This is an optimization exercise on Yosys and OpenROAD, whose aim is small area, a short achievable clock period and few clock cycles per item, not a production implementation. Function was checked by simulation only, so behaviour that the tests miss may differ from the original.

File: flow/config.mk
export PLATFORM = sky130hd
export DESIGN_NAME = modular_inverse_euclid_core
export DESIGN_NICKNAME = modular_inverse_euclid_core
export VERILOG_FILES = /design/flow/design.v
export SDC_FILE = /design/flow/constraint.sdc
export NUM_CORES = 4
export LEC_CHECK = 0
export CAP_MARGIN = 20
export CORE_MARGIN = 2
export CORE_UTILIZATION = 30
export SETUP_SLACK_MARGIN = 2.5
export SLEW_MARGIN = 20
export TNS_END_PERCENT = 0
File: flow/constraint.sdc
create_clock -name core_clock -period 6.0 [get_ports {clock}]
set_input_delay 1.2000 -clock core_clock [delete_from_list [all_inputs] [get_ports {clock}]]
set_output_delay 1.2000 -clock core_clock [all_outputs]
set_load 0.01 [all_outputs]
File: flow/design.v
`default_nettype none
package mie_pkg;
   localparam int unsigned STATUS_WIDTH = 1;
   localparam logic [STATUS_WIDTH-1:0] STATUS_OK   = 1'b0;
   localparam logic [STATUS_WIDTH-1:0] STATUS_NONE = 1'b1;
endpackage
`default_nettype wire
`default_nettype none
module modular_inverse_euclid_core #(
   parameter int unsigned DATA_WIDTH = 63
) (
   input  wire logic                               clock,
   input  wire logic                               reset,
   input  wire logic                               req_valid,
   output logic                                    req_ready,
   input  wire logic [DATA_WIDTH-1:0]              req_value,
   input  wire logic [DATA_WIDTH-1:0]              req_modulus,
   output logic                                    rsp_valid,
   input  wire logic                               rsp_ready,
   output logic [DATA_WIDTH-1:0]                   rsp_inverse,
   output logic [mie_pkg::STATUS_WIDTH-1:0]        rsp_status
);
   localparam int unsigned CW = 6;    
   localparam logic [CW-1:0] J0 = 6'b000001;
   function automatic logic [CW-1:0] j_up(input logic [CW-1:0] x);
      j_up = {x[4:0], x[5] ^ x[4]};
   endfunction
   function automatic logic [CW-1:0] j_dn(input logic [CW-1:0] x);
      j_dn = {x[0] ^ x[5], x[5:1]};
   endfunction
   function automatic logic ge64(input logic [63:0] x, input logic [63:0] y);
      logic [63:0] g, e;
      g = x & ~y;
      e = ~(x ^ y);
      for (int w = 1; w < 64; w = w * 2) begin
         for (int i = 0; i < 64; i = i + 2 * w) begin
            g[i] = g[i+w] | (e[i+w] & g[i]);
            e[i] = e[i+w] & e[i];
         end
      end
      ge64 = g[0] | e[0];
   endfunction
   localparam logic [1:0] PH_RUN  = 2'd0;    
   localparam logic [1:0] PH_FIX1 = 2'd1;    
   localparam logic [1:0] PH_FIX2 = 2'd2;    
   logic                  busy_ff, busy_in;
   logic                  ov_ff, ov_in;
   logic [1:0]            ph_ff, ph_in;
   logic                  align_ff, align_in;
   logic                  first_ff, first_in;
   logic                  neg_ff, neg_in;
   logic                  fail_ff, fail_in;
   logic [CW-1:0]         j_ff, j_in;
   logic [DATA_WIDTH-1:0] a_ff, a_in, b_ff, b_in;
   logic [DATA_WIDTH-1:0] ca_ff, ca_in, cb_ff, cb_in;
   logic [mie_pkg::STATUS_WIDTH-1:0] st_ff, st_in;
   logic [DATA_WIDTH:0]   s1;         
   logic [DATA_WIDTH-1:0] sum;        
   logic [DATA_WIDTH:0]   sum_x;
   logic                  b_le_a, b2_le_a;
   logic                  b_zero, a_one, m_one;
   logic                  take;       
   logic                  hold_out;   
   assign s1      = {1'b0, a_ff} - {1'b0, b_ff};
   assign sum_x   = {ca_ff, 1'b1} + {cb_ff, (ph_ff == PH_FIX2)};
   assign sum     = sum_x[DATA_WIDTH:1];
   assign b_le_a  = ge64({1'b0, a_ff}, {1'b0, b_ff});
   assign b2_le_a = ge64({1'b0, a_ff}, {b_ff, 1'b0});
   assign b_zero  = (b_ff == '0);
   assign a_one   = (a_ff == {{(DATA_WIDTH-1){1'b0}}, 1'b1});
   assign m_one   = (cb_ff == {{(DATA_WIDTH-1){1'b0}}, 1'b1});
   assign req_ready   = !busy_ff || (ph_ff == PH_FIX2 && !ov_ff);
   assign take        = req_valid && req_ready;
   assign hold_out    = ov_ff && !rsp_ready;
   assign rsp_valid   = ov_ff;
   assign rsp_inverse = cb_ff;
   assign rsp_status  = st_ff;
   logic run, dbl_e, sub_e, swp_e, fix1_e, fix2_e, dbl, c1;
   logic [DATA_WIDTH-1:0] a_pre, b_pre, ca_pre, cb_pre, res;
   assign run    = busy_ff && (ph_ff == PH_RUN);
   assign fix1_e = run && align_ff && b_zero;
   assign dbl_e  = run && align_ff && !b_zero && !b_ff[DATA_WIDTH-1];
   assign sub_e  = run && !(align_ff && b_zero) && (j_ff != J0);
   assign swp_e  = run && !(align_ff && b_zero) && (j_ff == J0) && !(first_ff && hold_out);
   assign fix2_e = busy_ff && (ph_ff == PH_FIX2) && !hold_out;
   assign dbl    = dbl_e && b2_le_a;
   assign c1     = b_le_a;
   assign res = (fail_ff || m_one) ? '0 : (neg_ff ? sum : ca_ff);
   always_comb begin
      a_pre  = take ? req_value : (swp_e ? b_ff : a_ff);
      b_pre  = take ? req_modulus : (sub_e ? (b_ff >> 1) : b_ff);
      ca_pre = take ? {{(DATA_WIDTH-1){1'b0}}, 1'b1} :
               (fix1_e && neg_ff) ? ~ca_ff :
               swp_e ? (first_ff ? '0 : cb_ff) : ca_ff;
      cb_pre = (sub_e && !first_ff) ? (cb_ff >> 1) :
               fix2_e ? res : cb_ff;
      if (dbl) begin
         a_in  = a_ff;
         b_in  = {b_ff[DATA_WIDTH-2:0], 1'b0};
         ca_in = ca_ff;
         cb_in = first_ff ? cb_ff : {cb_ff[DATA_WIDTH-2:0], 1'b0};
      end else begin
         a_in  = (sub_e && c1) ? s1[DATA_WIDTH-1:0] : a_pre;
         b_in  = swp_e ? (c1 ? s1[DATA_WIDTH-1:0] : a_ff) : b_pre;
         ca_in = (sub_e && !first_ff && c1) ? sum : ca_pre;
         cb_in = swp_e ? ((c1 && !first_ff) ? sum : ca_ff) : cb_pre;
      end
      busy_in = busy_ff; ov_in = ov_ff; ph_in = ph_ff; align_in = align_ff;
      first_in = first_ff; neg_in = neg_ff; fail_in = fail_ff; j_in = j_ff;
      st_in = st_ff;
      if (ov_ff && rsp_ready) begin
         ov_in = 1'b0;
      end
      if (dbl) begin
         j_in = j_up(j_ff);
      end else if (sub_e) begin
         align_in = 1'b0;
         j_in     = j_dn(j_ff);
      end else if (swp_e) begin
         align_in = 1'b1;
         first_in = 1'b0;
         neg_in   = !neg_ff;
         j_in     = J0;
      end
      if (fix1_e) begin
         ph_in   = PH_FIX1;
         fail_in = first_ff || !a_one;
      end
      if (busy_ff && ph_ff == PH_FIX1) begin
         ph_in = PH_FIX2;
      end
      if (fix2_e) begin
         busy_in = 1'b0;
         ov_in   = 1'b1;
         st_in   = fail_ff ? mie_pkg::STATUS_NONE : mie_pkg::STATUS_OK;
      end
      if (take) begin
         busy_in  = 1'b1;
         ph_in    = PH_RUN;
         align_in = 1'b1;
         first_in = 1'b1;
         neg_in   = 1'b0;
         j_in     = J0;
      end
   end
   always_ff @(posedge clock) begin
      if (reset) begin
         busy_ff <= 1'b0;
         ov_ff   <= 1'b0;
      end else begin
         busy_ff <= busy_in;
         ov_ff   <= ov_in;
      end
      ph_ff <= ph_in; align_ff <= align_in; first_ff <= first_in;
      neg_ff <= neg_in; fail_ff <= fail_in; j_ff <= j_in;
      a_ff <= a_in; b_ff <= b_in; ca_ff <= ca_in; cb_ff <= cb_in;
      st_ff <= st_in;
   end
endmodule
`default_nettype wire
File: flow/run.sh
#!/bin/bash
# synth_recipe.tcl (not shown) runs the flow's synth.tcl, then flattens the netlist and writes it again
# the make line also repeats each setting of config.mk as NAME=value (left out here)
make -C /OpenROAD-flow-scripts/flow DESIGN_CONFIG=/design/flow/config.mk WORK_HOME=/design/flow/orfs CLKGATE_MAP_FILE= SYNTH_SCRIPT=/design/flow/synth_recipe.tcl finish
==> results of run 1 <==
## critical path: cells and delay by family (launching register included)
| family | cells | cell delay (ps) |
|---|---|---|
| buf+inv | 5 | 840 |
| simple gates | 1 | 280 |
| flops | 1 | 400 |
| fa+ha+maj | 1 | 200 |
| compound gates | 6 | 1600 |
## layer usage
metal	vias to the layer above	part of all wire [%]	track usage [%]
met4	2	4.4	9.44
li1	12400	-	-
met3	249	10	4.62
met1	13100	41	31.6
met5	-	0.012	0
met2	1462	45	37.3
## final cells by class
type	count	area share (%)
inverters	111	1.31
clock inverters	13	0.288
flip-flops and latches	267	24.5
well taps	1134	4.42
multi-input cells	2519	54.1
diodes	1	0.00779
clock buffers	51	3.30
repair buffers	387	12.1
## cells by family after synthesis
| family | Yosys count | share of synthesized area [%] |
|---|---|---|
| muxes | 53 | 2.12 |
| buffers and inverters | 330 | 5.16 |
| DFF | 267 | 31.1 |
| and+or+nand+nor | 952 | 17.4 |
| adders and majority gates | 191 | 9.48 |
| AOI/OAI and AO/OA | 1202 | 30.8 |
| xor gates and xnor gates | 114 | 3.94 |
## cells in the mapped netlist, drive strengths merged (72+ instances only)
master | n | area share [%]
nand3 | 96 | 1.9
a31oi | 83 | 2.0
edfxtp | 253 | 30
xnor2 | 73 | 2.5
a21oi | 343 | 6.8
inv | 110 | 1.6
nor2 | 258 | 3.8
o21ai | 250 | 5.0
a21o | 80 | 2.4
ha | 189 | 9.3
nand2 | 302 | 4.5
clkbuf | 169 | 2.5
a211oi | 72 | 2.2
## how the worst max path moves through the flow
stage,startpoint,to,depth (start not counted)
final,b_ff[40],a_ff[59],13
after global routing,b_ff[40],b_ff[43],12
after detailed placement,b_ff[62],cb_ff[54],10
after floorplan,a_ff[34],a_ff[0],13
after global placement,b_ff[62],b_ff[13],9
after CTS,a_ff[47],a_ff[59],14
## state kept, by name, indices dropped and copies added, names as in the netlist
name      cells
j_ff          6
b_ff         63
ca_ff        63
ov_ff         1
align_ff      1
neg_ff        1
fail_ff       1
first_ff      1
ph_ff         2
st_ff         1
busy_ff       1
a_ff         63
cb_ff        63
## metrics by stage
stage	instance area, sq um	std cells
3_3_place_gp	28400	4269
4_1_cts	31000	4419
5_1_grt	32100	4482
3_5_place_dp	28400	4269
2_1_floorplan	25600	3109
6_report	32100	4483
## what timing repair did
item                                    CTS  global route
pin swaps                                32            41
gates cloned                              9             5
buffers inserted                         77            58
resized for setup                       148           146
endpoints found under the setup margin  513           495
==> flow_metrics.py, run 1 <==
metrics = {
    "status": {
        "status": "complete, no violations",
    },
    "place": {
        "place_ws_ps": 1130,
        "hpwl_um": 74800,
        "place_congestion": 0.983,
        "io_buffer_count": 195,
    },
    "detailed_routing": {
        "drtIter0Drc": 3039,
        "firstDrtPassIters": 8,
        "vias_per_cell": 6.07,
        "drcViolationCount": 0,
        "vias": 27200,
        "wl_um": 108000,
        "antenna_left": 0,
        "wire_per_inst_um": 24.1,
    },
    "timing": {
        "setup_slack_ps": 2100,
        "tightest_slew_ps": 1190,
        "hold_slack_ps": 469,
        "hold_viol": 0,
        "grt_setup_unrepaired": "yes",
        "setup_tns_ps": 0,
        "finalClockSkew_ps": 29.5,
        "setup_viol": 0,
        "finalCritPeriodShare_pct": 65.0,
        "slew_headroom_pct": 19.9,
        "finalMaxSlewViolations": 0,
        "clock.fmax_ghz": 0.256,
        "period_needed_ps": 3900,
    },
    "final_layout": {
        "layout_commonest_cell": "a21oi_1",
        "regArea_sq_mm": 0.00788,
        "utilization_pct": 38.4,
        "fillers": 8516,
        "drive_above_1_share_pct": 14.1,
        "multi_input_area_sq_mm": 0.0174,
        "syn_to_final_growth_pct": 26.7,
        "layout.cells.most_common_list": "a21oi_1 (322), nand2_1 (293), edfxtp_1 (253)",
        "nNetsFinal": 3643,
    },
    "grt": {
        "grt_pass1_vias": 25200,
        "grt_max_degree": 115,
        "grt_remaining_overflow": 0,
        "gr-usage-all-layers_pct": 23.6,
        "grt_pass1_wl_um": 158000,
        "antenna_found_initial": 5,
    },
    "synth": {
        "yosysWarnings": 1,
        "synth_cells": 3109,
        "synth_nets": 3430,
        "ys_ff_latch": 267,
        "synth_ff_type": "edfxtp_1",
        "yosysSeqAreaShare_pct": 31.1,
        "synth_area_sq_mm": 0.0254,
        "ys_types": 85,
        "synth_edf_count": 253,
        "async_reset_ff_share_pct": 0,
        "syn_avg_cell_area_sq_um": 8.16,
    },
    "worst_setup_path": {
        "r2r_slack_ps": 2100,
        "cp_slowest_stage_delay_ps": 420,
        "path_cells": "inv_2 -> buf_6 -> ha_4 -> a211oi_2 -> o21ai_1 -> a221o_1 -> a222oi_1 -> and3_4 -> a21oi_4 -> buf_12 -> a31oi_4 -> buf_4 -> buf_16",
        "worstPathRequired_ps": 6260,
        "startpoint_type": "flop",
        "cp-end-kind": "flop",
        "critPathKind": "flop to flop",
        "cp.arrival_ps": 4160,
        "rr_endpoint": "a_ff[59]",
        "worstRegToRegCells": 13,
        "path_max_fanout": 114,
        "slowest_stage": "a222oi_1",
        "r2r-start": "b_ff[40]",
    },
    "clock_network": {
        "cts_num_sinks": 267,
        "cts_buffers": 36,
        "clockBufferDepth": 3,
        "cts_hold_buf": 0,
        "clk_latency_ps": 580,
        "clock-root-buffer": "clkbuf_16",
        "cts_tree": "yes",
        "cts.clk_slew.worst_paths_ps": 60,
        "ctsHtreeMaxLevel": 2,
    },
    "flow_run": {
        "maxCapViolCount": 0,
    },
    "floorplanning": {
        "die_y_um": 295,
        "ios": 196,
        "fp.dieArea_sq_mm": 0.0869,
        "row_count": 106,
        "die_width_um": 295,
        "initial_core_util_pct": 30.3,
        "coreArea_sq_mm": 0.0837,
    },
    "min_path": {
        "hold_start": "fail_ff",
        "holdPathEnd": "st_ff",
        "hold_class": "flop to flop",
        "hold_depth": 0,
    },
}
Testbench counts, summed over its fixed seeds: cycles 314,341, items 2,400.
==> run 2, diff against run 1 <==
==> flow/flow/run.sh (new file) <==
#!/bin/bash
# The standard layout (standard.sh, the standard flow's own ORFS run, synthesis included
# and unchanged), except that the ports get plain buf_1 cells as their
# buffers instead of the clkdlybuf4s50_1 cells buffer_ports picks by itself.
# make's full output goes to standard_flow.log here; ORFS keeps each step's
# log under orfs/logs as usual.
set -euo pipefail
cd "$(dirname "${BASH_SOURCE[0]}")/.."
bash standard.sh "BUFFER_PORTS_ARGS=-buffer_cell sky130_fd_sc_hd__buf_1" finish \
   > standard_flow.log 2>&1
==> flow/standard.sh (new file) <==
#!/bin/bash
# synth_recipe.tcl (not shown) runs the flow's synth.tcl, then flattens the netlist and writes it again
# the make line also repeats each setting of config.mk as NAME=value (left out here)
make -C /OpenROAD-flow-scripts/flow DESIGN_CONFIG=/design/flow/config.mk WORK_HOME=/design/flow/orfs CLKGATE_MAP_FILE= SYNTH_SCRIPT=/design/flow/synth_recipe.tcl "${@:-finish}"
removed: flow/run.sh
==> run 2 against run 1 <==
Against the previous run:
- cell count shrank 0.69%
- core utilization shrank 1.7 points
- critical endpoint is now b_ff[18]
- non-clock buffer count shrank 26
- count of clock-buffer cells in the layout shrank 11
- highest routed layer unchanged
- synthesized area is the same
- setup slack gained 160 ps
- largest cell class unchanged
==> flow_metrics.py, run 2 <==
metrics = {
    "grt": {
        "met1_usage_pct": 33.3,
        "grt_max_degree": 130,
        "antenna_found_initial": 3,
        "grt_remaining_overflow": 0,
        "gr-usage-all-layers_pct": 24.4,
        "grt_pass1_vias": 25400,
        "grt_use_met3_pct": 5.02,
        "grt_pass1_wl_um": 163000,
        "use_met2_pct": 38.2,
        "top_usage_layer": "met2",
    },
    "floorplanning": {
        "row_count": 106,
        "ios": 196,
        "coreArea_sq_mm": 0.0837,
        "die_y_um": 295,
        "initial_core_util_pct": 30.3,
        "die_width_um": 295,
        "fp.dieArea_sq_mm": 0.0869,
    },
    "clock_network": {
        "cts_num_sinks": 267,
        "ctsHtreeMaxLevel": 2,
        "cts_buffers": 34,
        "clockBufferDepth": 3,
        "clock-root-buffer": "clkbuf_16",
        "cts.clk_slew.worst_paths_ps": 60,
        "clk_latency_ps": 570,
        "cts_tree": "yes",
        "cts_hold_buf": 0,
    },
    "timing": {
        "tightest_slew_ps": 1130,
        "grt_setup_unrepaired": "yes",
        "setup_tns_ps": 0,
        "finalClockSkew_ps": 30.4,
        "clock.fmax_ghz": 0.267,
        "setup_viol": 0,
        "hold_viol": 0,
        "finalCritPeriodShare_pct": 62.3,
        "finalMaxSlewViolations": 0,
        "hold_slack_ps": 512,
        "period_needed_ps": 3740,
        "slew_headroom_pct": 23.8,
    },
    "worst_setup_path": {
        "critPathKind": "flop to flop",
        "path_cells": "buf_4 -> nor4_4 -> nand4_1 -> nor4_4 -> buf_4 -> buf_4 -> or3_4 -> a21oi_4 -> buf_16 -> a2111oi_1 -> a221oi_1",
        "crit_family": "simple AND/OR/NAND/NOR gates",
        "cp-end-kind": "flop",
        "cp_slowest_stage_delay_ps": 640,
        "path_max_fanout": 61,
        "startpoint_type": "flop",
        "crit_buf_inv": 4,
        "worstPathRequired_ps": 6280,
        "crit_top_cell": "buf_4",
        "slowest_stage": "a2111oi_1",
        "cp.arrival_ps": 4020,
    },
    "synth": {
        "synth_top_cells_by_area": "edfxtp_1 (30%), ha_1 (9.3%), a21oi_1 (6.7%), o21ai_0 (4.7%), nand2_1 (4.5%)",
        "synth_ff_type": "edfxtp_1",
        "synth_edf_count": 253,
        "yosysSeqAreaShare_pct": 31.1,
        "synth_area_sq_mm": 0.0254,
        "ys_ff_latch": 267,
        "synth_nets": 3430,
        "yosysMostFrequentCell": "a21oi_1",
        "synth_top_area_share_pct": 29.9,
        "synth_commonest_cells": "a21oi_1 (341), nand2_1 (302), nor2_1 (255)",
        "synth_cells": 3109,
        "ys_types": 85,
        "syn_avg_cell_area_sq_um": 8.16,
        "synth.largest_area_cell": "edfxtp_1",
        "yosysWarnings": 1,
        "async_reset_ff_share_pct": 0,
    },
    "final_layout": {
        "nNetsFinal": 3614,
        "layout_commonest_cell": "a21oi_1",
        "drive_above_1_share_pct": 12.8,
        "layout.cells.most_common_list": "a21oi_1 (325), nand2_1 (294), edfxtp_1 (253)",
        "fillers": 8633,
        "syn_to_final_growth_pct": 21.0,
    },
    "place": {
        "io_buffer_count": 195,
        "hpwl_um": 72800,
        "place_congestion": 0.949,
    },
    "flow_run": {
        "maxCapViolCount": 0,
    },
    "detailed_routing": {
        "drcViolationCount": 0,
        "vias_per_cell": 6.09,
        "wire_per_inst_um": 24.8,
        "wl_um": 110000,
        "firstDrtPassIters": 6,
        "vias": 27100,
        "drtIter0Drc": 2901,
        "antenna_left": 0,
    },
    "min_path": {
        "hold_class": "flop to flop",
    },
    "status": {
        "status": "complete, no violations",
    },
}
==> run 2: cell families after synthesis <==
kind of cell	Yosys count	synth area share (%)
AOI/OAI and AO/OA	1202	30.8
xor gates and xnor gates	114	3.94
adders and majority gates	191	9.48
buffers and inverters	330	5.16
DFF	267	31.1
muxes	53	2.12
and+or+nand+nor	952	17.4
==> run 2: metal layers <==
metal,share of wire (%),up-vias
li1,-,12400
met2,45,1482
met3,11,190
met4,3.3,2
met1,41,13100
met5,0.010,-
==> run 2: path summary, 6_finish.rpt <==
check             startpoint  endpoint  slack, ps  cells after the start
setup / recovery    b_ff[42]  b_ff[18]       2260                     11
hold / removal       fail_ff     st_ff        510                      0
setup reg to reg    b_ff[42]  b_ff[18]       2260                     11
hold reg to reg      fail_ff     st_ff        510                      0
==> run 2: area by class of cell <==
class                           instances  area, sq um  share of cell area (%)
Multi-Input combinational cell       2518        17300                    56.3
Sequential cell                       267         7880                    25.7
Timing Repair Buffer                  361         2610                    8.50
Tap cell                             1134         1420                    4.62
Clock buffer                           40          895                    2.92
Inverter                              111          420                    1.37
Clock inverter                         19          196                   0.640
Antenna cell                            2         5.00                  0.0163
==> run 2: repair_timing <==
item                                    in CTS  in global routing
gates resized for setup                    206                 59
buffers inserted                            91                 22
gates cloned                                17                  3
pin swaps                                   45                 36
endpoints found under the setup margin     512                505
==> run 2: through the flow <==
step	util [%]	cells	instance area, sq um	worst slack (ps)
2_1_floorplan	-	3109	25600	2080
3_3_place_gp	32.5	4258	27200	1000
3_5_place_dp	32.5	4258	27200	987
4_1_cts	36.1	4425	30200	2370
5_1_grt	36.7	4451	30700	2190
6_report	36.7	4452	30700	2260
==> run 3, diff against run 2 <==
--- a/flow/design.v
+++ b/flow/design.v
@@ -28,18 +28,6 @@
    function automatic logic [CW-1:0] j_dn(input logic [CW-1:0] x);
       j_dn = {x[0] ^ x[5], x[5:1]};
    endfunction
-   function automatic logic ge64(input logic [63:0] x, input logic [63:0] y);
-      logic [63:0] g, e;
-      g = x & ~y;
-      e = ~(x ^ y);
-      for (int w = 1; w < 64; w = w * 2) begin
-         for (int i = 0; i < 64; i = i + 2 * w) begin
-            g[i] = g[i+w] | (e[i+w] & g[i]);
-            e[i] = e[i+w] & e[i];
-         end
-      end
-      ge64 = g[0] | e[0];
-   endfunction
    localparam logic [1:0] PH_RUN  = 2'd0;    
    localparam logic [1:0] PH_FIX1 = 2'd1;    
    localparam logic [1:0] PH_FIX2 = 2'd2;    
@@ -55,6 +43,7 @@
    logic [DATA_WIDTH-1:0] ca_ff, ca_in, cb_ff, cb_in;
    logic [mie_pkg::STATUS_WIDTH-1:0] st_ff, st_in;
    logic [DATA_WIDTH:0]   s1;         
+   logic [DATA_WIDTH:0]   s2;         
    logic [DATA_WIDTH-1:0] sum;        
    logic [DATA_WIDTH:0]   sum_x;
    logic                  b_le_a, b2_le_a;
@@ -62,10 +51,11 @@
    logic                  take;       
    logic                  hold_out;   
    assign s1      = {1'b0, a_ff} - {1'b0, b_ff};
+   assign s2      = {1'b0, a_ff} - {b_ff, 1'b0};
    assign sum_x   = {ca_ff, 1'b1} + {cb_ff, (ph_ff == PH_FIX2)};
    assign sum     = sum_x[DATA_WIDTH:1];
-   assign b_le_a  = ge64({1'b0, a_ff}, {1'b0, b_ff});
-   assign b2_le_a = ge64({1'b0, a_ff}, {b_ff, 1'b0});
+   assign b_le_a  = !s1[DATA_WIDTH];
+   assign b2_le_a = !s2[DATA_WIDTH];
    assign b_zero  = (b_ff == '0);
    assign a_one   = (a_ff == {{(DATA_WIDTH-1){1'b0}}, 1'b1});
    assign m_one   = (cb_ff == {{(DATA_WIDTH-1){1'b0}}, 1'b1});
==> run 3 against run 2 <==
Against the previous run:
- cell count fell by 3.7%
- first-iteration DRC count fell by 7.9%
- via count fell by 5.1%
- non-clock buffer count fell by 28
- die area fell by 2.0%
- sequential share of layout area rose by 1.0 points
- critical path type unchanged
- design area fell by 3.7%
- largest cell class unchanged
- register-to-register slack got worse by 50 ps
- count of clock-buffer cells in the layout rose by 2
==> flow_metrics.py, run 3 <==
metrics = {
    "status": {
        "status": "complete, no violations",
    },
    "timing": {
        "grt_setup_unrepaired": "yes",
        "finalClockSkew_ps": 30.0,
        "slew_headroom_pct": 35.3,
        "setup_viol": 0,
        "setup_slack_ps": 2210,
        "setup_tns_ps": 0,
        "hold_viol": 0,
        "finalMaxSlewViolations": 0,
        "hold_slack_ps": 499,
        "clock.fmax_ghz": 0.264,
        "finalCritPeriodShare_pct": 63.2,
        "tightest_slew_ps": 970,
        "period_needed_ps": 3790,
    },
    "synth": {
        "synth_cells": 3017,
        "yosysMostFrequentCell": "nand2_1",
        "synth.largest_area_cell": "edfxtp_1",
        "syn_avg_cell_area_sq_um": 8.24,
        "synth_edf_count": 253,
        "synth_top_area_share_pct": 30.6,
        "ys_ff_latch": 267,
        "async_reset_ff_share_pct": 0,
        "ys_types": 94,
        "synth_top_cells_by_area": "edfxtp_1 (31%), ha_1 (9.4%), a21oi_1 (6.4%), o21ai_0 (6.1%), nand2_1 (4.8%)",
        "yosysWarnings": 1,
        "synth_nets": 3336,
        "synth_area_sq_mm": 0.0249,
        "synth_commonest_cells": "nand2_1 (321), a21oi_1 (320), o21ai_0 (301)",
        "synth_ff_type": "edfxtp_1",
        "yosysSeqAreaShare_pct": 31.7,
    },
    "final_layout": {
        "drive_above_1_share_pct": 10.9,
        "design_area_sq_mm": 0.0295,
        "layout_commonest_cell": "nand2_1",
        "nNetsFinal": 3506,
        "fillers": 8466,
        "syn_to_final_growth_pct": 18.9,
        "layout.cells.most_common_list": "nand2_1 (315), a21oi_1 (310), o21ai_0 (290)",
    },
    "floorplanning": {
        "die_width_um": 292,
        "ios": 196,
        "initial_core_util_pct": 30.3,
        "coreArea_sq_mm": 0.0821,
        "fp.dieArea_sq_mm": 0.0852,
        "die_y_um": 292,
        "row_count": 105,
    },
    "worst_setup_path": {
        "cp.arrival_ps": 4110,
        "startpoint_type": "flop",
        "worstPathRequired_ps": 6320,
        "r2r-start": "b_ff[23]",
        "critPathKind": "flop to flop",
        "rr_endpoint": "cb_ff[54]",
        "worstRegToRegCells": 12,
        "cp-end-kind": "flop",
        "path_max_fanout": 24,
        "r2r_slack_ps": 2210,
    },
    "place": {
        "place_ws_ps": 1180,
        "hpwl_um": 67800,
        "place_congestion": 0.934,
        "place_area_sq_mm": 0.0265,
        "io_buffer_count": 195,
    },
    "clock_network": {
        "cts_buffers": 36,
        "clk_latency_ps": 580,
        "clockBufferDepth": 3,
        "cts_tree": "yes",
        "cts_num_sinks": 267,
        "clock-root-buffer": "clkbuf_16",
        "cts.clk_slew.worst_paths_ps": 60,
        "ctsHtreeMaxLevel": 2,
    },
    "min_path": {
        "hold_depth": 2,
        "hold_class": "flop to flop",
        "hold_start": "ov_ff",
        "holdPathEnd": "ov_ff",
    },
    "flow_run": {
        "maxCapViolCount": 0,
    },
    "grt": {
        "gr-usage-all-layers_pct": 23.2,
        "grt_pass1_wl_um": 153000,
        "grt_remaining_overflow": 0,
        "grt_max_degree": 79,
        "grt_pass1_vias": 24300,
        "antenna_found_initial": 4,
    },
    "detailed_routing": {
        "wire_per_inst_um": 24.0,
        "vias_per_cell": 6.00,
        "drcViolationCount": 0,
        "drtIter0Drc": 2671,
        "antenna_left": 0,
        "firstDrtPassIters": 5,
        "vias": 25700,
        "wl_um": 103000,
    },
}
-- run 3: changes by cell type after synthesis, sizes merged, moves of 22 or more --
cell    delta
o21ai    +115
a31oi     -64
nor2      -59
nand3b    +58
and3      +29
clkbuf    -28
mux2i     -26
o31ai     -25
a21oi     -22
nor3      -22
-- run 3: final cells by class --
class	count	area, sq um	area share [%]
Antenna cell	3	7.51	0.0254
Clock buffer	42	975	3.30
Clock inverter	24	223	0.754
Inverter	99	372	1.26
Multi-Input combinational cell	2450	16600	56.1
Sequential cell	267	7880	26.7
Tap cell	1070	1340	4.53
Timing Repair Buffer	333	2180	7.38
-- run 3: what timing repair did --
item,4_1_cts,5_1_grt
setup buffers,79,16
resized for setup,146,34
cloned,11,1
hold endpoints to repair,0,0
hold buffers,0,0
pin swaps,32,15
setup endpoints to repair,512,488
-- run 3: worst max path at each step --
stage | depth (start not counted) | end | start
floorplan | 14 | ca_ff[0] | a_ff[2]
global placement | 14 | a_ff[30] | b_ff[16]
detailed placement | 11 | cb_ff[53] | b_ff[29]
CTS | 11 | cb_ff[54] | a_ff[16]
global route | 13 | cb_ff[26] | b_ff[23]
finish | 12 | cb_ff[54] | b_ff[23]
-- run 3: metal layers --
layer	track usage, %	up-vias	wire [um]
met4	7.09	4	2930
li1	-	11900	-
met2	37.7	1236	47600
met1	30.3	12400	41800
met3	5.39	179	10400
met5	1.36	-	147
-- run 3: worst max-delay path, stage by stage (launching register included) --
cell and delay (ps):
edfxtp_1 390, inv_1 100, ha_1 300, nand4_1 160
nor4_4 330, o21ai_1 120, o211ai_1 360, a41oi_4 210
a2111o_2 660, nand2_4 160, o22ai_2 110, buf_12 210
a2111o_1 410
-- run 3: stage by stage --
stage               utilization [%]  cells
finish                         36.0   4288
CTS                            35.6   4268
detailed placement             32.3   4112
floorplan                         -   3017
global placement               32.3   4112
global route                   36.0   4286
-- run 3: cell families after synthesis --
kind of cell	after synthesis	synth area share [%]
xor+xnor	120	4.23
mux	27	1.14
fa+ha+maj	189	9.58
simple gates	960	18.9
flops	267	31.7
compound gates	1150	29.3
buf+inv	304	5.07
Testbench counts of run 3, summed over its fixed seeds: cycles 314,341, items 2,400.
==> run 4, diff against run 3 <==
--- a/flow/design.v
+++ b/flow/design.v
@@ -47,7 +47,9 @@
    logic [DATA_WIDTH-1:0] sum;        
    logic [DATA_WIDTH:0]   sum_x;
    logic                  b_le_a, b2_le_a;
-   logic                  b_zero, a_one, m_one;
+   logic                  b_zero, b_one, a_one, m_one;
+   logic                  b_high_zero;    
+   logic                  early;          
    logic                  take;       
    logic                  hold_out;   
    assign s1      = {1'b0, a_ff} - {1'b0, b_ff};
@@ -56,10 +58,13 @@
    assign sum     = sum_x[DATA_WIDTH:1];
    assign b_le_a  = !s1[DATA_WIDTH];
    assign b2_le_a = !s2[DATA_WIDTH];
-   assign b_zero  = (b_ff == '0);
+   assign b_high_zero = (b_ff[DATA_WIDTH-1:1] == '0);
+   assign b_zero  = b_high_zero && !b_ff[0];
+   assign b_one   = b_high_zero && b_ff[0];
    assign a_one   = (a_ff == {{(DATA_WIDTH-1){1'b0}}, 1'b1});
    assign m_one   = (cb_ff == {{(DATA_WIDTH-1){1'b0}}, 1'b1});
-   assign req_ready   = !busy_ff || (ph_ff == PH_FIX2 && !ov_ff);
+   assign early       = (ph_ff == PH_RUN) && align_ff && b_one && neg_ff;
+   assign req_ready   = !busy_ff || ((ph_ff == PH_FIX2 || early) && !ov_ff);
    assign take        = req_valid && req_ready;
    assign hold_out    = ov_ff && !rsp_ready;
    assign rsp_valid   = ov_ff;
@@ -69,9 +74,10 @@
    logic [DATA_WIDTH-1:0] a_pre, b_pre, ca_pre, cb_pre, res;
    assign run    = busy_ff && (ph_ff == PH_RUN);
    assign fix1_e = run && align_ff && b_zero;
-   assign dbl_e  = run && align_ff && !b_zero && !b_ff[DATA_WIDTH-1];
+   assign dbl_e  = run && align_ff && !b_zero && !early && !b_ff[DATA_WIDTH-1];
    assign sub_e  = run && !(align_ff && b_zero) && (j_ff != J0);
-   assign swp_e  = run && !(align_ff && b_zero) && (j_ff == J0) && !(first_ff && hold_out);
+   assign swp_e  = run && !(align_ff && b_zero) && !early && (j_ff == J0) &&
+                   !(first_ff && hold_out);
    assign fix2_e = busy_ff && (ph_ff == PH_FIX2) && !hold_out;
    assign dbl    = dbl_e && b2_le_a;
    assign c1     = b_le_a;
@@ -124,6 +130,11 @@
          ov_in   = 1'b1;
          st_in   = fail_ff ? mie_pkg::STATUS_NONE : mie_pkg::STATUS_OK;
       end
+      if (run && early) begin
+         busy_in = 1'b0;
+         ov_in   = 1'b1;
+         st_in   = mie_pkg::STATUS_OK;
+      end
       if (take) begin
          busy_in  = 1'b1;
          ph_in    = PH_RUN;
==> run 4 against run 3 <==
Against the previous run:
- count of clock-buffer cells in the layout grew 2
- synthesized area grew 2.3%
- core utilization decreased by 0.17 points
- register-to-register slack got worse by 230 ps
- still clean
- critical endpoint is now cb_ff[38]
- fmax fell by 5.6%
- design area grew 1.6%
- worst hold slack better by 15 ps
==> flow_metrics.py, run 4 <==
metrics = {
    "status": {
        "status": "complete, no violations",
    },
    "synth": {
        "synth_area_sq_mm": 0.0254,
        "synth_ff_type": "edfxtp_1",
        "synth_cells": 3151,
        "ys_types": 90,
        "synth_commonest_cells": "nand2_1 (435), a21oi_1 (283), o21ai_0 (259)",
        "yosysMostFrequentCell": "nand2_1",
        "async_reset_ff_share_pct": 0,
        "synth_top_area_share_pct": 29.8,
        "synth.largest_area_cell": "edfxtp_1",
        "ys_ff_latch": 267,
        "synth_nets": 3470,
        "synth_edf_count": 252,
        "syn_avg_cell_area_sq_um": 8.07,
        "yosysWarnings": 1,
        "yosysSeqAreaShare_pct": 30.9,
        "synth_top_cells_by_area": "edfxtp_1 (30%), ha_1 (9.2%), nand2_1 (6.4%), a21oi_1 (5.6%), o21ai_0 (5.1%)",
    },
    "clock_network": {
        "ctsHtreeMaxLevel": 1,
        "cts.clk_slew.worst_paths_ps": 60,
        "cts_hold_buf": 0,
        "clockBufferDepth": 3,
        "cts_buffers": 31,
        "cts_tree": "yes",
        "cts_num_sinks": 267,
        "clk_latency_ps": 620,
        "clock-root-buffer": "clkbuf_16",
    },
    "timing": {
        "grt_setup_unrepaired": "yes",
        "finalMaxSlewViolations": 0,
        "finalCritPeriodShare_pct": 66.9,
        "hold_viol": 0,
        "clock.fmax_ghz": 0.249,
        "setup_viol": 0,
        "hold_slack_ps": 514,
        "tightest_slew_ps": 1100,
        "setup_tns_ps": 0,
        "finalClockSkew_ps": 20.8,
        "slew_headroom_pct": 26.2,
        "period_needed_ps": 4020,
    },
    "floorplanning": {
        "coreArea_sq_mm": 0.0838,
        "fp.dieArea_sq_mm": 0.0871,
        "die_width_um": 295,
        "ios": 196,
        "die_y_um": 295,
        "row_count": 106,
        "initial_core_util_pct": 30.3,
    },
    "final_layout": {
        "nNetsFinal": 3616,
        "layout_commonest_cell": "nand2_1",
        "regArea_sq_mm": 0.00788,
        "utilization_pct": 35.8,
        "syn_to_final_growth_pct": 18.0,
        "layout.cells.most_common_list": "nand2_1 (428), a21oi_1 (271), o21ai_0 (257)",
        "fillers": 8830,
        "drive_above_1_share_pct": 10.9,
        "multi_input_area_sq_mm": 0.0174,
    },
    "min_path": {
        "hold_class": "flop to flop",
    },
    "grt": {
        "grt_remaining_overflow": 0,
        "grt_pass1_wl_um": 155000,
        "grt_max_degree": 78,
        "antenna_found_initial": 5,
        "gr-usage-all-layers_pct": 23.0,
        "grt_pass1_vias": 24800,
    },
    "detailed_routing": {
        "wire_per_inst_um": 23.6,
        "drcViolationCount": 0,
        "vias_per_cell": 5.98,
        "vias": 26600,
        "firstDrtPassIters": 6,
        "wl_um": 105000,
        "antenna_left": 0,
        "drtIter0Drc": 2788,
    },
    "worst_setup_path": {
        "crit_top_cell": "buf_4",
        "path_max_fanout": 11,
        "startpoint_type": "flop",
        "cp.arrival_ps": 4470,
        "crit_buf_inv": 3,
        "slowest_stage": "nor4_2",
        "critPathKind": "flop to flop",
        "worstPathRequired_ps": 6450,
        "cp_slowest_stage_delay_ps": 500,
        "cp-end-kind": "flop",
        "crit_family": "simple AND/OR/NAND/NOR gates",
        "path_cells": "nor4_2 -> nand4_1 -> nor4_4 -> buf_4 -> buf_4 -> a311oi_4 -> nand2b_2 -> nor2_4 -> nor2_2 -> nand2_1 -> nor2_2 -> nor2_1 -> buf_4 -> o21ai_0",
    },
    "place": {
        "hpwl_um": 69400,
        "io_buffer_count": 195,
        "place_congestion": 0.949,
    },
    "flow_run": {
        "maxCapViolCount": 0,
    },
}
[run 4: cell types whose count changed after synthesis, moves of 20 or more]
cell | previous run | this run
nand2_1 | 321 | 435
a21o_1 | 77 | 127
a21oi_1 | 320 | 283
o21ai_1 | 63 | 32
clkbuf_1 | 140 | 179
a311oi_1 | 5 | 25
o21ai_0 | 301 | 259
mux2_2 | 2 | 24
a31oi_1 | 19 | 48
and3_1 | 51 | 27
a211oi_1 | 88 | 58
[run 4: cell families (layout without fill, tap and decap cells)]
group / count (synthesis) / in the layout / synth area share [%]
muxes: 55 / 55 / 2.28
buffers and inverters: 343 / 501 / 5.30
DFF: 267 / 267 / 30.9
and+or+nand+nor: 1076 / 1081 / 20.0
AOI/OAI and AO/OA: 1102 / 1106 / 28.0
xor gates and xnor gates: 119 / 119 / 4.10
other: 0 / 2 / 0
adders and majority gates: 189 / 189 / 9.36
[run 4: timing repair]
action / 4_1_cts / 5_1_grt
pin swaps: 36 / 36
gates resized for setup: 136 / 55
buffers inserted: 69 / 26
gates cloned: 12 / 1
endpoints found under the setup margin: 516 / 508
[run 4: worst paths after layout]
check / startpoint / endpoint / slack [ps] / depth (start not counted)
worst max register to register: b_ff[25] / cb_ff[38] / 1980 / 14
worst min-delay path: j_ff[3] / j_ff[3] / 510 / 2
worst min register to register: j_ff[3] / j_ff[3] / 510 / 2
worst max-delay path: b_ff[25] / cb_ff[38] / 1980 / 14
[run 4: layer usage]
layer	part of all wire [%]	GRT usage, %	up-vias
met2	46	37.4	1433
met5	0.015	0	-
met4	3.9	7.82	4
li1	-	-	12200
met1	41	30.4	12800
met3	9.8	4.30	216
[run 4: through the flow]
step	setup WS (ps)	instance area, sq um	instances
finish	1980	30000	4454
global route	1990	30000	4454
CTS	2090	29500	4425
detailed placement	1130	27100	4290
global placement	1180	27100	4290
floorplan	1850	25500	3151
[run 4: worst min-delay path, cell delays in order (launching register included)]
cell,delay [ps]
dfxtp_1,340
nand2_1,60
o21ai_0,60
[run 4: area by class of cell]
cell class              count  area share (%)
repair buffers            331            6.64
clock inverters            10           0.225
inverters                 116            1.46
multi-input cells        2550            57.8
clock buffers              44            2.88
well taps                1134            4.73
flip-flops and latches    267            26.2
diodes                      2          0.0167
Testbench counts of run 4, summed over its fixed seeds: cycles 309,307, items 2,400.
==> run 5, diff against run 4 <==
==> flow/run.sh (new file) <==
#!/bin/bash
# synth_recipe.tcl (not shown) runs the flow's synth.tcl, then flattens the netlist and writes it again
# the make line also repeats each setting of config.mk as NAME=value (left out here)
make -C /OpenROAD-flow-scripts/flow DESIGN_CONFIG=/design/flow/config.mk WORK_HOME=/design/flow/orfs CLKGATE_MAP_FILE= SYNTH_SCRIPT=/design/flow/synth_recipe.tcl finish
removed: flow/flow/run.sh
removed: flow/standard.sh
==> run 5 against run 4 <==
Against the previous run:
- still clean on timing, DRC and antenna
- cell count fell by 0.25%
- critical path depth fell by 2
- fmax rose by 1.9%
- global-route usage is 0.21 points higher
- synthesized cell count unchanged
- flip-flop and latch count stayed put
- wire length is 1.4% higher
- non-clock buffer count decreased by 15
- critical path type unchanged
- highest routed layer unchanged
==> flow_metrics.py, run 5 <==
metrics = {
    "status": {
        "status": "complete, no violations",
    },
    "detailed_routing": {
        "antenna_left": 0,
        "wire_per_inst_um": 24.0,
        "wl_um": 107000,
        "drtIter0Drc": 2847,
        "vias": 26700,
        "drcViolationCount": 0,
        "vias_per_cell": 6.01,
        "firstDrtPassIters": 6,
    },
    "clock_network": {
        "clk_latency_ps": 590,
        "cts_num_sinks": 267,
        "cts_tree": "yes",
        "clock-root-buffer": "clkbuf_16",
        "ctsHtreeMaxLevel": 2,
        "cts_buffers": 34,
        "clockBufferDepth": 3,
        "cts.clk_slew.worst_paths_ps": 60,
        "cts_hold_buf": 0,
    },
    "grt": {
        "gr-usage-all-layers_pct": 23.2,
        "grt_max_degree": 84,
        "grt_remaining_overflow": 0,
        "top_usage_layer": "met2",
        "use_met2_pct": 37.2,
        "grt_use_met3_pct": 4.28,
        "grt_pass1_vias": 25100,
        "grt_pass1_wl_um": 156000,
        "met1_usage_pct": 30.7,
        "antenna_found_initial": 1,
    },
    "min_path": {
        "holdPathEnd": "j_ff[3]",
        "hold_depth": 2,
        "hold_start": "j_ff[3]",
        "hold_class": "flop to flop",
    },
    "timing": {
        "period_needed_ps": 3940,
        "hold_viol": 0,
        "setup_viol": 0,
        "tightest_slew_ps": 1130,
        "finalMaxSlewViolations": 0,
        "grt_setup_unrepaired": "yes",
        "setup_tns_ps": 0,
        "setup_slack_ps": 2060,
        "slew_headroom_pct": 24.1,
        "clock.fmax_ghz": 0.254,
        "finalClockSkew_ps": 40.9,
        "finalCritPeriodShare_pct": 65.7,
    },
    "final_layout": {
        "layout_commonest_cell": "nand2_1",
        "nNetsFinal": 3604,
        "syn_to_final_growth_pct": 22.5,
        "multi_input_area_sq_mm": 0.0172,
        "drive_above_1_share_pct": 10.4,
        "layout.cells.most_common_list": "nand2_1 (429), a21oi_1 (271), o21ai_0 (257)",
        "design_area_sq_mm": 0.0312,
        "regArea_sq_mm": 0.00787,
        "antennaDiodeCount": 0,
        "fillers": 8729,
    },
    "synth": {
        "synth_top_area_share_pct": 29.8,
        "synth.largest_area_cell": "edfxtp_1",
        "synth_edf_count": 252,
        "yosysMostFrequentCell": "nand2_1",
        "synth_top_cells_by_area": "edfxtp_1 (30%), ha_1 (9.2%), nand2_1 (6.4%), a21oi_1 (5.6%), o21ai_0 (5.1%)",
        "synth_commonest_cells": "nand2_1 (435), a21oi_1 (283), o21ai_0 (259)",
        "ys_types": 90,
        "syn_avg_cell_area_sq_um": 8.07,
        "yosysWarnings": 1,
        "synth_nets": 3470,
        "synth_area_sq_mm": 0.0254,
        "synth_ff_type": "edfxtp_1",
        "synth_cells": 3151,
        "ys_ff_latch": 267,
        "async_reset_ff_share_pct": 0,
        "yosysSeqAreaShare_pct": 30.9,
    },
    "floorplanning": {
        "die_width_um": 295,
        "row_count": 106,
        "ios": 196,
        "initial_core_util_pct": 30.3,
        "coreArea_sq_mm": 0.0838,
        "die_y_um": 295,
        "fp.dieArea_sq_mm": 0.0871,
    },
    "flow_run": {
        "maxCapViolCount": 0,
    },
    "place": {
        "place_ws_ps": 1340,
        "place_area_sq_mm": 0.0283,
        "hpwl_um": 71400,
        "place_congestion": 0.972,
        "io_buffer_count": 195,
    },
    "worst_setup_path": {
        "r2r-start": "b_ff[59]",
        "cp-end-kind": "flop",
        "worstPathRequired_ps": 6330,
        "cp.arrival_ps": 4270,
        "rr_endpoint": "cb_ff[45]",
        "path_max_fanout": 16,
        "r2r_slack_ps": 2060,
        "worstRegToRegCells": 12,
        "startpoint_type": "flop",
        "critPathKind": "flop to flop",
    },
}
[run 5: cell counts after synthesis]
No cell type changed its count.
[run 5: how the worst max path moves through the flow]
stage	startpoint	end	slack (ps)	cells after the start
final	b_ff[59]	cb_ff[45]	2060	12
after global routing	b_ff[39]	cb_ff[45]	1990	14
after CTS	b_ff[18]	req_ready	2140	7
after detailed placement	b_ff[15]	cb_ff[38]	1340	10
after global placement	a_ff[48]	cb_ff[38]	1380	12
after floorplan	b_ff[1]	ca_ff[0]	1850	13
[run 5: cell families after synthesis]
family / share of synthesized area [%]
AO/OA/AOI/OAI: 28.0
flip-flops: 30.9
buffers and inverters: 5.30
adder cells (fa/ha/maj): 9.36
XOR/XNOR: 4.10
AND/OR/NAND/NOR: 20.0
multiplexers: 2.28
[run 5: area by class of cell]
class	count	share of cell area, %
clock buffer	49	3.08
tap	1134	4.55
timing repair buffer	316	10.0
sequential	267	25.3
clock inverter	11	0.422
multi-input combinational	2550	55.3
inverter	116	1.42
[run 5: timing repair]
| action | in CTS | in global routing |
|---|---|---|
| gates cloned | 8 | 4 |
| resized for setup | 127 | 64 |
| endpoints found under the setup margin | 516 | 514 |
| pin swaps | 31 | 31 |
| buffers inserted | 42 | 40 |
| endpoints found under the hold margin | 0 | 0 |
[run 5: metal layers]
layer  up-vias  wire [um]
met1     12900      43400
li1      12200          -
met2      1370      48400
met5         -          9
met3       258      10300
met4         2       4520
[run 5: critical path, stage by stage, from the launching register on]
cell      delay, ps
edfxtp_1        540
inv_1           120
ha_1            310
and4_1          240
nand2_1         100
nor4_1          510
and3_1          420
a22o_4          420
nor2_1          160
buf_4           250
nand2_1         170
o21ai_0         140
a221o_1         290
[run 5: through the flow]
| stage | cells | util, % | hold WS, ps |
|---|---|---|---|
| 2_1_floorplan | 3151 | - | 462 |
| 3_3_place_gp | 4289 | 33.8 | 496 |
| 3_5_place_dp | 4289 | 33.8 | 502 |
| 4_1_cts | 4399 | 36.3 | 509 |
| 5_1_grt | 4443 | 37.2 | 562 |
| 6_report | 4443 | 37.2 | 532 |
==> run 6, diff against run 5 <==
--- a/flow/design.v
+++ b/flow/design.v
@@ -47,7 +47,7 @@
    logic [DATA_WIDTH-1:0] sum;        
    logic [DATA_WIDTH:0]   sum_x;
    logic                  b_le_a, b2_le_a;
-   logic                  b_zero, b_one, a_one, m_one;
+   logic                  b_zero, b_one, a_one;
    logic                  b_high_zero;    
    logic                  early;          
    logic                  take;       
@@ -62,26 +62,26 @@
    assign b_zero  = b_high_zero && !b_ff[0];
    assign b_one   = b_high_zero && b_ff[0];
    assign a_one   = (a_ff == {{(DATA_WIDTH-1){1'b0}}, 1'b1});
-   assign m_one   = (cb_ff == {{(DATA_WIDTH-1){1'b0}}, 1'b1});
-   assign early       = (ph_ff == PH_RUN) && align_ff && b_one && neg_ff;
+   assign early       = (ph_ff == PH_RUN) && align_ff && b_one && (neg_ff || first_ff);
    assign req_ready   = !busy_ff || ((ph_ff == PH_FIX2 || early) && !ov_ff);
    assign take        = req_valid && req_ready;
    assign hold_out    = ov_ff && !rsp_ready;
    assign rsp_valid   = ov_ff;
    assign rsp_inverse = cb_ff;
    assign rsp_status  = st_ff;
-   logic run, dbl_e, sub_e, swp_e, fix1_e, fix2_e, dbl, c1;
+   logic run, dbl_e, sub_e, swp_e, fix1_e, fix2_e, done_e, dbl, c1;
    logic [DATA_WIDTH-1:0] a_pre, b_pre, ca_pre, cb_pre, res;
    assign run    = busy_ff && (ph_ff == PH_RUN);
    assign fix1_e = run && align_ff && b_zero;
    assign dbl_e  = run && align_ff && !b_zero && !early && !b_ff[DATA_WIDTH-1];
+   assign done_e = run && early && !(first_ff && hold_out);
    assign sub_e  = run && !(align_ff && b_zero) && (j_ff != J0);
    assign swp_e  = run && !(align_ff && b_zero) && !early && (j_ff == J0) &&
                    !(first_ff && hold_out);
    assign fix2_e = busy_ff && (ph_ff == PH_FIX2) && !hold_out;
    assign dbl    = dbl_e && b2_le_a;
    assign c1     = b_le_a;
-   assign res = (fail_ff || m_one) ? '0 : (neg_ff ? sum : ca_ff);
+   assign res = fail_ff ? '0 : (neg_ff ? sum : ca_ff);
    always_comb begin
       a_pre  = take ? req_value : (swp_e ? b_ff : a_ff);
       b_pre  = take ? req_modulus : (sub_e ? (b_ff >> 1) : b_ff);
@@ -89,7 +89,8 @@
                (fix1_e && neg_ff) ? ~ca_ff :
                swp_e ? (first_ff ? '0 : cb_ff) : ca_ff;
       cb_pre = (sub_e && !first_ff) ? (cb_ff >> 1) :
-               fix2_e ? res : cb_ff;
+               fix2_e ? res :
+               (done_e && first_ff) ? '0 : cb_ff;
       if (dbl) begin
          a_in  = a_ff;
          b_in  = {b_ff[DATA_WIDTH-2:0], 1'b0};
@@ -130,7 +131,7 @@
          ov_in   = 1'b1;
          st_in   = fail_ff ? mie_pkg::STATUS_NONE : mie_pkg::STATUS_OK;
       end
-      if (run && early) begin
+      if (done_e) begin
          busy_in = 1'b0;
          ov_in   = 1'b1;
          st_in   = mie_pkg::STATUS_OK;
==> flow/flow/run.sh (new file) <==
#!/bin/bash
# The standard layout (standard.sh, the standard flow's own ORFS run, synthesis included
# and unchanged), except that the ports get plain buf_1 cells as their
# buffers instead of the clkdlybuf4s50_1 cells buffer_ports picks by itself.
# make's full output goes to standard_flow.log here; ORFS keeps each step's
# log under orfs/logs as usual.
set -euo pipefail
cd "$(dirname "${BASH_SOURCE[0]}")/.."
bash standard.sh "BUFFER_PORTS_ARGS=-buffer_cell sky130_fd_sc_hd__buf_1" finish \
   > standard_flow.log 2>&1
==> flow/standard.sh (new file) <==
#!/bin/bash
# synth_recipe.tcl (not shown) runs the flow's synth.tcl, then flattens the netlist and writes it again
# the make line also repeats each setting of config.mk as NAME=value (left out here)
make -C /OpenROAD-flow-scripts/flow DESIGN_CONFIG=/design/flow/config.mk WORK_HOME=/design/flow/orfs CLKGATE_MAP_FILE= SYNTH_SCRIPT=/design/flow/synth_recipe.tcl "${@:-finish}"
removed: flow/run.sh
==> run 6 against run 5 <==
Against the previous run:
- clock skew rose by 9.7 ps
- cell count shrank 0.50%
- largest cell class unchanged
- via count about the same
- global-route usage down 0.29 points
- register-to-register slack about the same
- count of clock-buffer cells in the layout fell by 7
- design area decreased by 4.0%
- non-clock buffer count increased by 8
- synthesized cell count decreased by 1.1%
- setup slack worse by 55 ps
- still clean
- critical path depth is 3 lower
==> flow_metrics.py, run 6 <==
metrics = {
    "final_layout": {
        "syn_to_final_growth_pct": 17.4,
        "antennaDiodeCount": 0,
        "layout_commonest_cell": "nand2_1",
        "layout.cells.most_common_list": "nand2_1 (376), a21oi_1 (291), edfxtp_1 (252)",
        "design_area_sq_mm": 0.0299,
        "drive_above_1_share_pct": 10.4,
        "nNetsFinal": 3579,
        "fillers": 8660,
        "fin_cells": 4421,
    },
    "clock_network": {
        "clockBufferDepth": 3,
        "clk_latency_ps": 590,
        "ctsHtreeMaxLevel": 2,
        "cts_tree": "yes",
        "cts_buffers": 36,
        "cts_num_sinks": 267,
        "cts.clk_slew.worst_paths_ps": 60,
        "clock-root-buffer": "clkbuf_16",
    },
    "worst_setup_path": {
        "cp.arrival_ps": 4300,
        "worstPathRequired_ps": 6300,
        "slowest_stage": "nand3_2",
        "cp-end-kind": "flop",
        "r2r-start": "cb_ff[5]",
        "critPathKind": "input pin to flop",
        "startpoint_type": "input pin",
        "path_max_fanout": 24,
        "path_cells": "buf_1 -> nor2b_1 -> a21oi_1 -> nand3_2 -> and3_1 -> buf_4 -> a221oi_1 -> nand3_1 -> a211o_1",
        "crit_start": "rsp_ready",
        "cp_slowest_stage_delay_ps": 680,
    },
    "status": {
        "status": "complete, no violations",
    },
    "detailed_routing": {
        "wl_um": 108000,
        "drtIter0Drc": 3488,
        "wire_per_inst_um": 24.3,
        "drcViolationCount": 0,
        "antenna_left": 0,
        "vias_per_cell": 6.04,
        "vias": 26700,
        "firstDrtPassIters": 7,
    },
    "synth": {
        "synth_nets": 3435,
        "synth_top_area_share_pct": 29.7,
        "synth_ff_type": "edfxtp_1",
        "synth_commonest_cells": "nand2_1 (382), a21oi_1 (299), nor2_1 (256)",
        "yosysWarnings": 1,
        "synth_area_sq_mm": 0.0255,
        "async_reset_ff_share_pct": 0,
        "synth_edf_count": 252,
        "syn_avg_cell_area_sq_um": 8.18,
        "synth_top_cells_by_area": "edfxtp_1 (30%), ha_1 (9.2%), a21oi_1 (5.9%), nand2_1 (5.6%), o21ai_0 (4.1%)",
        "yosysMostFrequentCell": "nand2_1",
        "ys_types": 85,
        "synth.largest_area_cell": "edfxtp_1",
        "synth_cells": 3116,
        "yosysSeqAreaShare_pct": 30.9,
        "ys_ff_latch": 267,
    },
    "grt": {
        "grt_remaining_overflow": 0,
        "gr-usage-all-layers_pct": 22.9,
        "grt_max_degree": 119,
        "antenna_found_initial": 1,
        "grt_pass1_wl_um": 154000,
        "grt_pass1_vias": 24600,
    },
    "place": {
        "dp.cells": 4264,
        "place_area_sq_mm": 0.0273,
        "hpwl_um": 72900,
        "io_buffer_count": 195,
        "place_congestion": 0.986,
    },
    "flow_run": {
        "maxCapViolCount": 0,
    },
    "floorplanning": {
        "initial_core_util_pct": 30.4,
        "ios": 196,
        "die_width_um": 295,
        "coreArea_sq_mm": 0.0840,
        "fp.dieArea_sq_mm": 0.0873,
        "die_y_um": 295,
        "row_count": 106,
    },
    "timing": {
        "slew_headroom_pct": 37.5,
        "clock.fmax_ghz": 0.250,
        "finalCritPeriodShare_pct": 66.6,
        "period_needed_ps": 4000,
        "setup_viol": 0,
        "hold_slack_ps": 484,
        "hold_viol": 0,
        "setup_tns_ps": 0,
        "tightest_slew_ps": 935,
        "grt_setup_unrepaired": "yes",
        "finalMaxSlewViolations": 0,
        "finalClockSkew_ps": 50.5,
    },
    "min_path": {
        "hold_class": "flop to flop",
        "hold_start": "j_ff[1]",
    },
}
## run 6: cells by family (layout without fill, tap and decap cells)
| kind of cell | Yosys count | count (layout) | synth area share [%] |
|---|---|---|---|
| fa+ha+maj | 189 | 189 | 9.34 |
| compound gates | 1146 | 1146 | 29.5 |
| xor+xnor | 119 | 119 | 4.09 |
| buf+inv | 323 | 487 | 5.19 |
| flops | 267 | 267 | 30.9 |
| mux | 74 | 74 | 3.05 |
| simple gates | 998 | 1005 | 18.0 |
## run 6: path summary, 6_finish.rpt
check	end	slack [ps]	depth (start not counted)
worst max-delay path	cb_ff[61]	2000	9
worst min-delay path	j_ff[2]	480	2
worst max register to register	cb_ff[62]	2060	12
worst min register to register	j_ff[2]	480	2
## run 6: per-layer routing
metal / track usage [%] / wire length [um]
met1: 30.3 / 43400
met2: 37.5 / 48600
met3: 3.89 / 11100
met4: 7.86 / 4400
met5: 0 / 0
## run 6: critical path, delay by kind of cell
kind | cells | cell delay, ps
buffers and inverters | 2 | 550
AND/OR/NAND/NOR | 4 | 1360
AO/OA/AOI/OAI | 3 | 1170
## run 6: what timing repair did
item                                    4_1_cts  5_1_grt
hold buffers                                  0        0
resized for setup                            58       69
buffers inserted                             30       47
pin swaps                                    21       33
endpoints found under the setup margin      516      511
cloned                                        5       10
## run 6: layout make-up
cell class              count  area, sq um  area share (%)
repair buffers            324         2070            6.91
multi-input cells        2533        17000            56.7
clock inverters            23          304            1.02
clock buffers              42          923            3.09
well taps                1134         1420            4.74
flip-flops and latches    267         7870            26.3
inverters                  98          368            1.23
## run 6: stage by stage
step	worst slack, ps	utilization (%)
6_report	2000	35.6
2_1_floorplan	1940	-
3_3_place_gp	1050	32.5
4_1_cts	2020	34.7
3_5_place_dp	1140	32.5
5_1_grt	1930	35.6
Testbench counts of run 6, summed over its fixed seeds: cycles 309,307, items 2,400.

static timing again, ports no longer ideal:
No port has a modelled driver above. Below, the same layouts with a new extraction and two added sets of constraints. Step 1, drivers: a clkbuf_16 drives clock and a buf_2 each remaining input, both assumed. Step 2 also shifts input and output timing later by t, the mid clock arrival at the registers, as if the neighbouring blocks saw the same clock. Slacks: ideal / step 1 / step 2; pairs: ideal / step 1.
| run | t (ns) | setup WS [ns] | worst setup path after step 2 | latest minus earliest clock arrival (ns) | worst data-port slew with drivers (ns) |
|---|---|---|---|---|---|
| run 1 | 0.631 | 2.099 / 2.099 / 1.841 | input to register | 0.029 / 0.029 | 0.06 |
| run 2 | 0.619 | 2.259 / 2.259 / 2.085 | input to register | 0.031 / 0.030 | 0.11 |
| run 3 | 0.631 | 2.211 / 2.211 / 2.211 | register to register | 0.030 / 0.030 | 0.16 |
| run 4 | 0.669 | 1.984 / 1.958 / 1.970 | input to register | 0.021 / 0.021 | 0.13 |
| run 5 | 0.632 | 2.058 / 2.008 / 1.835 | input to register | 0.041 / 0.040 | 0.16 |
| run 6 | 0.637 | 2.003 / 1.983 / 1.405 | input to register | 0.050 / 0.051 | 0.11 |
After both steps setup and hold are still met in every run listed. The setup slack of run 6, which loses most, moves by -0.020 ns with the drivers and by -0.598 ns with both steps.
